Source: an optimization exercise on an open RTL-to-GDS flow (aim: small area, a short achievable clock period and few clock cycles). Production flows keep margins and buffers that such runs may drop. The RTL was checked by simulation tests, not by an equivalence proof against the original design.

==> flow/run.sh <==
#!/bin/bash
# synth_recipe.tcl (not shown) runs the flow's synth.tcl, then flattens the netlist and writes it again
# the make line also repeats each setting of config.mk as NAME=value (left out here)
make -C /OpenROAD-flow-scripts/flow DESIGN_CONFIG=/design/flow/config.mk WORK_HOME=/design/flow/orfs CLKGATE_MAP_FILE= SYNTH_SCRIPT=/design/flow/synth_recipe.tcl finish
==> flow/config.mk <==
export PLATFORM = sky130hd
export DESIGN_NAME = modbus_bit_table_packer_unit
export DESIGN_NICKNAME = modbus_bit_table_packer_unit
export VERILOG_FILES = /design/flow/design.v
export SDC_FILE = /design/flow/constraint.sdc
export NUM_CORES = 4
export LEC_CHECK = 0
export CAP_MARGIN = 20
export CORE_MARGIN = 2
export CORE_UTILIZATION = 45
export PLACE_DENSITY = 0.6
export SLEW_MARGIN = 20
==> flow/constraint.sdc <==
create_clock -name core_clock -period 5.5 [get_ports {clk}]
set_input_delay 1.1000 -clock core_clock [delete_from_list [all_inputs] [get_ports {clk}]]
set_output_delay 1.1000 -clock core_clock [all_outputs]
set_load 0.01 [all_outputs]
==> flow/design.v <==
`timescale 1ns / 1ps
package modbt_pkg;
  localparam int TABLE_BITS    = 2048;
  localparam int MAX_READ_BITS = 512;
  localparam int TYPE_W  = 2;
  localparam int ADDR_W  = 11;
  localparam int COUNT_W = 10;
  localparam int DATA_W  = 8;
  localparam int IDX_W   = 6;
  localparam int ROWS  = TABLE_BITS / DATA_W;
  localparam int ROW_W = (ROWS > 1) ? $clog2(ROWS) : 1;
  localparam int OFF_W = $clog2(DATA_W);
  localparam int SUM_W = ADDR_W + 1;
  localparam logic [DATA_W-1:0] COIL_RESET  = '0;
  localparam logic [DATA_W-1:0] INPUT_RESET = '1;
  localparam logic [DATA_W-1:0] BIT_ONE     = DATA_W'(8'h01);
  typedef enum logic [TYPE_W-1:0] {
    REQ_WR_COIL  = 2'd0,
    REQ_WR_INPUT = 2'd1,
    REQ_RD_COIL  = 2'd2,
    REQ_RD_INPUT = 2'd3
  } req_type_t;
  typedef enum logic [5:0] {
    ST_CLEAR   = 6'b000001,
    ST_IDLE    = 6'b000010,
    ST_WR_MOD  = 6'b000100,
    ST_RD_LOAD = 6'b001000,
    ST_RD_EMIT = 6'b010000,
    ST_RESP    = 6'b100000
  } state_t;
endpackage
`timescale 1ns / 1ps
module modbt_ram #(
  parameter int WIDTH = 8,
  parameter int DEPTH = 256
) (
  input  logic                     clk,
  input  logic                     en,
  input  logic                     we,
  input  logic [$clog2(DEPTH)-1:0] addr,
  input  logic [WIDTH-1:0]         wdata,
  output logic [WIDTH-1:0]         rdata
);
  logic [WIDTH-1:0] mem [DEPTH];
  always_ff @(posedge clk) begin
    if (en) begin
      if (we) begin
        mem[addr] <= wdata;
      end else begin
        rdata <= mem[addr];
      end
    end
  end
endmodule
`timescale 1ns / 1ps
import modbt_pkg::*;
module modbus_bit_table_packer_unit (
  input  logic               clk,
  input  logic               rst_n,
  input  logic               in_valid,
  output logic               in_stall,
  input  logic [TYPE_W-1:0]  in_req_type,
  input  logic [ADDR_W-1:0]  in_bit_addr,
  input  logic [COUNT_W-1:0] in_bit_count,
  input  logic               in_set_value,
  output logic               out_valid,
  input  logic               out_stall,
  output logic [DATA_W-1:0]  out_data_byte,
  output logic [IDX_W-1:0]   out_byte_index,
  output logic               out_last,
  output logic               out_error
);
  modbt_pkg::state_t    state_r, state_nxt;
  logic [ROW_W-1:0]     clr_cnt_r, clr_cnt_nxt;
  logic [ROW_W-1:0]     row_r, row_nxt;
  logic [OFF_W-1:0]     off_r, off_nxt;
  logic [COUNT_W-1:0]   left_r, left_nxt;
  logic [IDX_W-1:0]     idx_r, idx_nxt;
  logic [DATA_W-1:0]    prev_r, prev_nxt;
  logic                 sel_r, sel_nxt;
  logic                 set_r, set_nxt;
  logic                 err_r, err_nxt;
  logic                 out_valid_r, out_valid_nxt;
  logic [DATA_W-1:0]    out_data_r, out_data_nxt;
  logic [IDX_W-1:0]     out_idx_r, out_idx_nxt;
  logic                 out_last_r, out_last_nxt;
  logic                 out_err_r, out_err_nxt;
  logic                 accept, out_free, out_load;
  logic                 is_read, bad_req, ram_issue, ram_we, cur_sel;
  logic [SUM_W-1:0]     range_end;
  logic [ROW_W-1:0]     ram_addr;
  logic [DATA_W-1:0]    coil_wdata, input_wdata, coil_rdata, input_rdata;
  logic [DATA_W-1:0]    rdata, mod_byte, mask, packed_byte;
  logic [2*DATA_W-1:0]  window;
  logic                 emit_last;
  assign in_stall = (state_r != ST_IDLE);
  assign accept   = in_valid && !in_stall;
  assign out_free = !out_valid_r || !out_stall;
  assign is_read   = in_req_type[1];
  assign range_end = {1'b0, in_bit_addr} + SUM_W'(in_bit_count);
  always_comb begin
    if (is_read) begin
      bad_req = (in_bit_count == '0) ||
                (in_bit_count > COUNT_W'(MAX_READ_BITS)) ||
                (range_end > SUM_W'(TABLE_BITS));
    end else begin
      bad_req = ({1'b0, in_bit_addr} >= SUM_W'(TABLE_BITS));
    end
  end
  assign rdata  = sel_r ? input_rdata : coil_rdata;
  assign window = {rdata, prev_r} >> off_r;
  assign mask   = (left_r >= COUNT_W'(DATA_W)) ? '1 : ~('1 << left_r[OFF_W-1:0]);
  assign packed_byte = window[DATA_W-1:0] & mask;
  assign emit_last   = (left_r <= COUNT_W'(DATA_W));
  always_comb begin
    mod_byte = rdata;
    mod_byte[off_r] = set_r;
  end
  always_comb begin
    state_nxt    = state_r;
    clr_cnt_nxt  = clr_cnt_r;
    row_nxt      = row_r;
    off_nxt      = off_r;
    left_nxt     = left_r;
    idx_nxt      = idx_r;
    prev_nxt     = prev_r;
    sel_nxt      = sel_r;
    set_nxt      = set_r;
    err_nxt      = err_r;
    out_load     = 1'b0;
    out_data_nxt = out_data_r;
    out_idx_nxt  = out_idx_r;
    out_last_nxt = out_last_r;
    out_err_nxt  = out_err_r;
    ram_issue    = 1'b0;
    ram_we       = 1'b0;
    ram_addr     = row_r;
    cur_sel      = sel_r;
    coil_wdata   = mod_byte;
    input_wdata  = mod_byte;
    case (state_r)
      ST_CLEAR: begin
        ram_addr    = clr_cnt_r;
        coil_wdata  = COIL_RESET;
        input_wdata = INPUT_RESET;
        clr_cnt_nxt = clr_cnt_r + 1'b1;
        if (clr_cnt_r == ROW_W'(ROWS - 1)) begin
          state_nxt = ST_IDLE;
        end
      end
      ST_IDLE: begin
        cur_sel  = in_req_type[0];
        ram_addr = in_bit_addr[OFF_W +: ROW_W];
        if (accept) begin
          sel_nxt  = in_req_type[0];
          set_nxt  = in_set_value;
          off_nxt  = in_bit_addr[OFF_W-1:0];
          left_nxt = in_bit_count;
          idx_nxt  = '0;
          err_nxt  = bad_req;
          row_nxt  = in_bit_addr[OFF_W +: ROW_W] + ROW_W'(is_read);
          if (bad_req) begin
            state_nxt = ST_RESP;
          end else begin
            ram_issue = 1'b1;
            state_nxt = is_read ? ST_RD_LOAD : ST_WR_MOD;
          end
        end
      end
      ST_WR_MOD: begin
        ram_issue = 1'b1;
        ram_we    = 1'b1;
        state_nxt = ST_RESP;
      end
      ST_RD_LOAD: begin
        prev_nxt  = rdata;
        ram_issue = 1'b1;
        row_nxt   = row_r + 1'b1;
        state_nxt = ST_RD_EMIT;
      end
      ST_RD_EMIT: begin
        if (out_free) begin
          out_load     = 1'b1;
          out_data_nxt = packed_byte;
          out_idx_nxt  = idx_r;
          out_last_nxt = emit_last;
          out_err_nxt  = 1'b0;
          prev_nxt     = rdata;
          idx_nxt      = idx_r + 1'b1;
          left_nxt     = left_r - COUNT_W'(DATA_W);
          if (emit_last) begin
            state_nxt = ST_IDLE;
          end else begin
            ram_issue = 1'b1;
            row_nxt   = row_r + 1'b1;
          end
        end
      end
      ST_RESP: begin
        if (out_free) begin
          out_load     = 1'b1;
          out_data_nxt = '0;
          out_idx_nxt  = '0;
          out_last_nxt = 1'b1;
          out_err_nxt  = err_r;
          state_nxt    = ST_IDLE;
        end
      end
      default: begin
        state_nxt = ST_CLEAR;
      end
    endcase
  end
  assign out_valid_nxt = out_load || (out_valid_r && out_stall);
  always_ff @(posedge clk) begin
    if (!rst_n) begin
      state_r     <= ST_CLEAR;
      clr_cnt_r   <= '0;
      out_valid_r <= 1'b0;
    end else begin
      state_r     <= state_nxt;
      clr_cnt_r   <= clr_cnt_nxt;
      out_valid_r <= out_valid_nxt;
    end
  end
  always_ff @(posedge clk) begin
    row_r      <= row_nxt;
    off_r      <= off_nxt;
    left_r     <= left_nxt;
    idx_r      <= idx_nxt;
    prev_r     <= prev_nxt;
    sel_r      <= sel_nxt;
    set_r      <= set_nxt;
    err_r      <= err_nxt;
    out_data_r <= out_data_nxt;
    out_idx_r  <= out_idx_nxt;
    out_last_r <= out_last_nxt;
    out_err_r  <= out_err_nxt;
  end
  modbt_ram #(
    .WIDTH (DATA_W),
    .DEPTH (ROWS)
  ) u_coil_ram (
    .clk   (clk),
    .en    ((state_r == ST_CLEAR) || (ram_issue && !cur_sel)),
    .we    ((state_r == ST_CLEAR) || ram_we),
    .addr  (ram_addr),
    .wdata (coil_wdata),
    .rdata (coil_rdata)
  );
  modbt_ram #(
    .WIDTH (DATA_W),
    .DEPTH (ROWS)
  ) u_input_ram (
    .clk   (clk),
    .en    ((state_r == ST_CLEAR) || (ram_issue && cur_sel)),
    .we    ((state_r == ST_CLEAR) || ram_we),
    .addr  (ram_addr),
    .wdata (input_wdata),
    .rdata (input_rdata)
  );
  assign out_valid      = out_valid_r;
  assign out_data_byte  = out_data_r;
  assign out_byte_index = out_idx_r;
  assign out_last       = out_last_r;
  assign out_error      = out_err_r;
endmodule
==> impl_metrics.env <==
export IMPL_outcome="finished clean"
export IMPL_synthesis_area_um2=163000
export IMPL_crit_path_end="u_coil_ram.rdata[7]"
export IMPL_yosys_warnings=2
export IMPL_worstSetupPathType="flip-flop to flip-flop"
export IMPL_ys_async_sr_fraction_pct=0
export IMPL_met1Wirelength_um=185000
export IMPL_rrSetupSlack_ns=0.22
export IMPL_final_common_cell="edfxtp_1"
export IMPL_finClkSkew_ns=0.0916
export IMPL_power_frac_comb_pct=34.6
export IMPL_crit_family="compound AO/OA/AOI/OAI gates"
export IMPL_setup_violations=0
export IMPL_first_pass_iters=6
export IMPL_gp_congestion=0.854
export IMPL_hp_class="flip-flop to flip-flop"
export IMPL_seq_power_share_pct=37.6
export IMPL_crit_top_cell="buf_4"
export IMPL_ys_ff_latch=4181
export IMPL_start_util_pct=45.3
export IMPL_sw_frac_of_total_pct=33.2
export IMPL_hold_viol=0
export IMPL_core_area_um2=359000
export IMPL_path_clk_slew_ns=0.06
export IMPL_cts_tree="yes"
export IMPL_drcViolationCount=0
export IMPL_track_usage_pct=24.2
export IMPL_worst_slew_pin_slew_ns=1.17
export IMPL_cp_depth=11
export IMPL_crit_path_start="state_r[3]"
export IMPL_ff2ff_path_depth=11
export IMPL_start_kind="flip-flop"
export IMPL_wl_met2_um=210000
export IMPL_timing_rr_end="u_coil_ram.rdata[7]"
export IMPL_worstSkewPairLatency_ns=0.99
export IMPL_synthCells=8266
export IMPL_gr_total_overflow=0
export IMPL_drt_wl_total_um=449000
export IMPL_p_sw_mw=34.0
export IMPL_p_leak_nw=60.1
export IMPL_p_total_mw=102
export IMPL_holdWs_ns=0.527
export IMPL_die_y_um=605
export IMPL_grt_max_degree=137
export IMPL_r2r_start="state_r[3]"
export IMPL_antenna_left=0
export IMPL_fin_crit_sh_pct=96.0
export IMPL_dp_cells=13500
export IMPL_grt_pass1_wl_um=641000
export IMPL_endpoint_kind="flip-flop"
export IMPL_cts_path_max_buffers=4
export IMPL_io_buffers=45
export IMPL_root_buffer="clkbuf_16"
export IMPL_syn2layout_area_growth_pct=16.4
export IMPL_wl_per_cell_um=31.5
export IMPL_maxSlewHeadroom_pct=22.1
export IMPL_path_max_fanout=17
export IMPL_finalCriticalPeriod_ns=5.28
export IMPL_top_layer="met5"
export IMPL_yosysSeqAreaShare_pct=77.0
export IMPL_power_share_clock_pct=27.8
export IMPL_rsz0062_at_grt="no"
export IMPL_drt_iter0_drc=11300
export IMPL_cts_buffers=420
export IMPL_cp_data_arrival_time_ns=5.98
export IMPL_wl_met3_um=40000
export IMPL_num_vias=87800
export IMPL_dpl_hpwl_um=278000
export IMPL_nets=9199
export IMPL_dominantRegCellSynth="edfxtp_1"
export IMPL_final_cell_mix="edfxtp_1 (4166), mux4_2 (873), buf_4 (861)"
export IMPL_synth_net_count=8314
export IMPL_synth_edf_count=4166
export IMPL_final_cells=14300
export IMPL_irDropWorstVdd_v=0.000460
export IMPL_antenna_found_initial=13
export IMPL_drv_slew=0
export IMPL_routed_via_density=6.15
export IMPL_p_int_mw=68.2
export IMPL_cts_sinks=4181
export IMPL_avgSynthCellArea_um2=19.7
export IMPL_cp_cell_sequence="or4b_1 > o221ai_4 > and2_4 > buf_12 > buf_4 > mux4_2 > a22oi_1 > a21oi_1 > o41ai_1 > buf_4 > nand4_1"
export IMPL_power_density_nw_per_um2=539
export IMPL_place_ws_ns=-0.585
export IMPL_maxCapViolCount=0
export IMPL_cp_required_ns=6.20
export IMPL_slowest_delay_ns=0.94
export IMPL_crit_buf_inv=3
export IMPL_die_area_um2=367000
export IMPL_core_rowCount=220
export IMPL_grt_pass1_vias=87400
export IMPL_synthDistinctLibCells=70
export IMPL_num_io_pins=46
export IMPL_fin_ws_ns=0.222
export IMPL_max_clock_freq_mhz=189
export IMPL_cts_htree_levels=5
export IMPL_die_x_um=605
export IMPL_crit_slowest_cell="o41ai_1"
export IMPL_drive_above_1_share_pct=26.8
export IMPL_tns_ns=0
[registers in the layout, indices dropped and copies added, names as in the netlist, 3 cells and up]
register           flops
row_r                  8
out_idx_r              6
u_coil_ram.mem      2048
state_r                6
out_data_r             8
prev_r                 8
u_input_ram.mem     2048
u_coil_ram.rdata       8
u_input_ram.rdata      8
clr_cnt_r              8
idx_r                  6
left_r                10
off_r                  3
[logic make-up after synthesis]
logic type,Yosys count,share of synthesized area [%]
AO/OA/AOI/OAI,1216,5.13
AND/OR/NAND/NOR,1337,3.60
multiplexers,905,12.3
XOR/XNOR,34,0.183
buffers and inverters,573,1.61
adder cells (fa/ha/maj),20,0.158
flip-flops,4181,77.0
[synth_stat cells (4+ instances only)]
| library cell | count | area [um2] |
|---|---|---|
| a2111oi_0 | 6 | 52.6 |
| a211o_1 | 4 | 35.0 |
| a211oi_1 | 146 | 1100 |
| a21boi_0 | 9 | 67.6 |
| a21o_1 | 4 | 30.0 |
| a21oi_1 | 331 | 1660 |
| a221o_1 | 6 | 60.1 |
| a221oi_1 | 7 | 61.3 |
| a22oi_1 | 428 | 3210 |
| a311oi_1 | 77 | 674 |
| a31oi_1 | 70 | 438 |
| and2_1 | 21 | 131 |
| and3_1 | 166 | 1040 |
| buf_1 | 69 | 259 |
| buf_2 | 101 | 505 |
| buf_4 | 69 | 518 |
| buf_6 | 9 | 101 |
| clkbuf_1 | 307 | 1150 |
| dfxtp_1 | 15 | 300 |
| edfxtp_1 | 4166 | 125000 |
| ha_1 | 19 | 238 |
| inv_1 | 16 | 60.1 |
| mux2_2 | 9 | 101 |
| mux2i_1 | 23 | 230 |
| mux4_2 | 873 | 19700 |
| nand2_1 | 408 | 1530 |
| nand3_1 | 69 | 345 |
| nand4_1 | 19 | 119 |
| nor2_1 | 570 | 2140 |
| nor2b_1 | 4 | 25.0 |
| nor3_1 | 28 | 140 |
| nor4_1 | 24 | 150 |
| o2111ai_1 | 7 | 61.3 |
| o211ai_1 | 8 | 60.1 |
| o21a_1 | 4 | 30.0 |
| o21ai_0 | 34 | 170 |
| o31ai_1 | 9 | 67.6 |
| o41ai_1 | 37 | 324 |
| or3_1 | 5 | 31.3 |
| xnor2_1 | 21 | 184 |
| xor2_1 | 13 | 114 |
[final cells by class]
type | instances | area, um2
clock buffers | 488 | 10900
fillers | 28000 | 170000
flip-flops and latches | 4181 | 125000
repair buffers | 1019 | 9160
diodes | 6 | 15.0
multi-input cells | 3512 | 35200
well taps | 4773 | 5970
clock inverters | 281 | 2770
inverters | 17 | 63.8
[power groups by stage]
stage | Clock, mW | Combinational, mW | Sequential (mW)
floorplan | 0 | 20.8 | 39.7
global placement | 0 | 34.8 | 39.0
detailed placement | 0 | 35.2 | 39.1
CTS | 28.8 | 35.3 | 38.4
global route | 30.0 | 37.1 | 38.4
finish | 28.4 | 35.3 | 38.4
[worst min-delay path, delay by kind of cell (launching register included)]
| family | cells | cell delay (ns) |
|---|---|---|
| flip-flops | 1 | 0.34 |
| AO/OA/AOI/OAI | 1 | 0.07 |
| AND/OR/NAND/NOR | 1 | 0.06 |
[per-stage QoR]
| step | area, um2 | util (%) |
|---|---|---|
| floorplan | 163000 | - |
| global placement | 176000 | 48.9 |
| detailed placement | 176000 | 48.9 |
| CTS | 189000 | 52.7 |
| global route | 189000 | 52.7 |
| finish | 189000 | 52.7 |
[repair_timing]
| action | in CTS | in global routing |
|---|---|---|
| gates resized for setup | 0 | 2 |
| endpoints found under the setup margin | 0 | 2 |
| hold buffers | 0 | 0 |
| buffers inserted | 0 | 1 |
[worst min path at each step]
| stage | end | from | cells after the start | slack [ns] |
|---|---|---|---|---|
| finish | clr_cnt_r[1] | clr_cnt_r[1] | 2 | 0.53 |
| global route | clr_cnt_r[1] | clr_cnt_r[1] | 2 | 0.55 |
| CTS | clr_cnt_r[1] | clr_cnt_r[1] | 2 | 0.53 |
| detailed placement | clr_cnt_r[1] | clr_cnt_r[1] | 2 | 0.53 |
| global placement | clr_cnt_r[1] | clr_cnt_r[1] | 2 | 0.51 |
| floorplan | clr_cnt_r[1] | clr_cnt_r[1] | 2 | 0.47 |
[per-layer routing]
layer	global-route usage [%]	vias up
met5	0	-
met4	7.08	12
met3	4.64	669
met2	37.7	4331
met1	35.1	46700
li1	-	36100
Testbench counts, summed over its fixed seeds: cycles 46,961.

separate check: timing with driven ports:
Ports are ideal in the flow. The routed layout listed here was re-timed in OpenROAD.
Step 1 assumes that a clkbuf_16 drives the clock port and a buf_2 every other input.
Step 2 times the ports against the registers' clock, not the clock port: input delays grow and output delays shrink by t, the midpoint of the rising clock arrivals with the driver on.
Slacks: no drivers / after step 1 / after step 2; pairs: no drivers / after step 1.
t, ns: 1.044
setup slack, ns: 0.222 / 0.222 / -0.499
worst setup path after step 2: input to register
With both steps, setup timing fails in this run, where it was met with ideal ports. For this run, drivers alone change the setup slack by 0.000 ns; drivers and shift together by -0.721 ns.
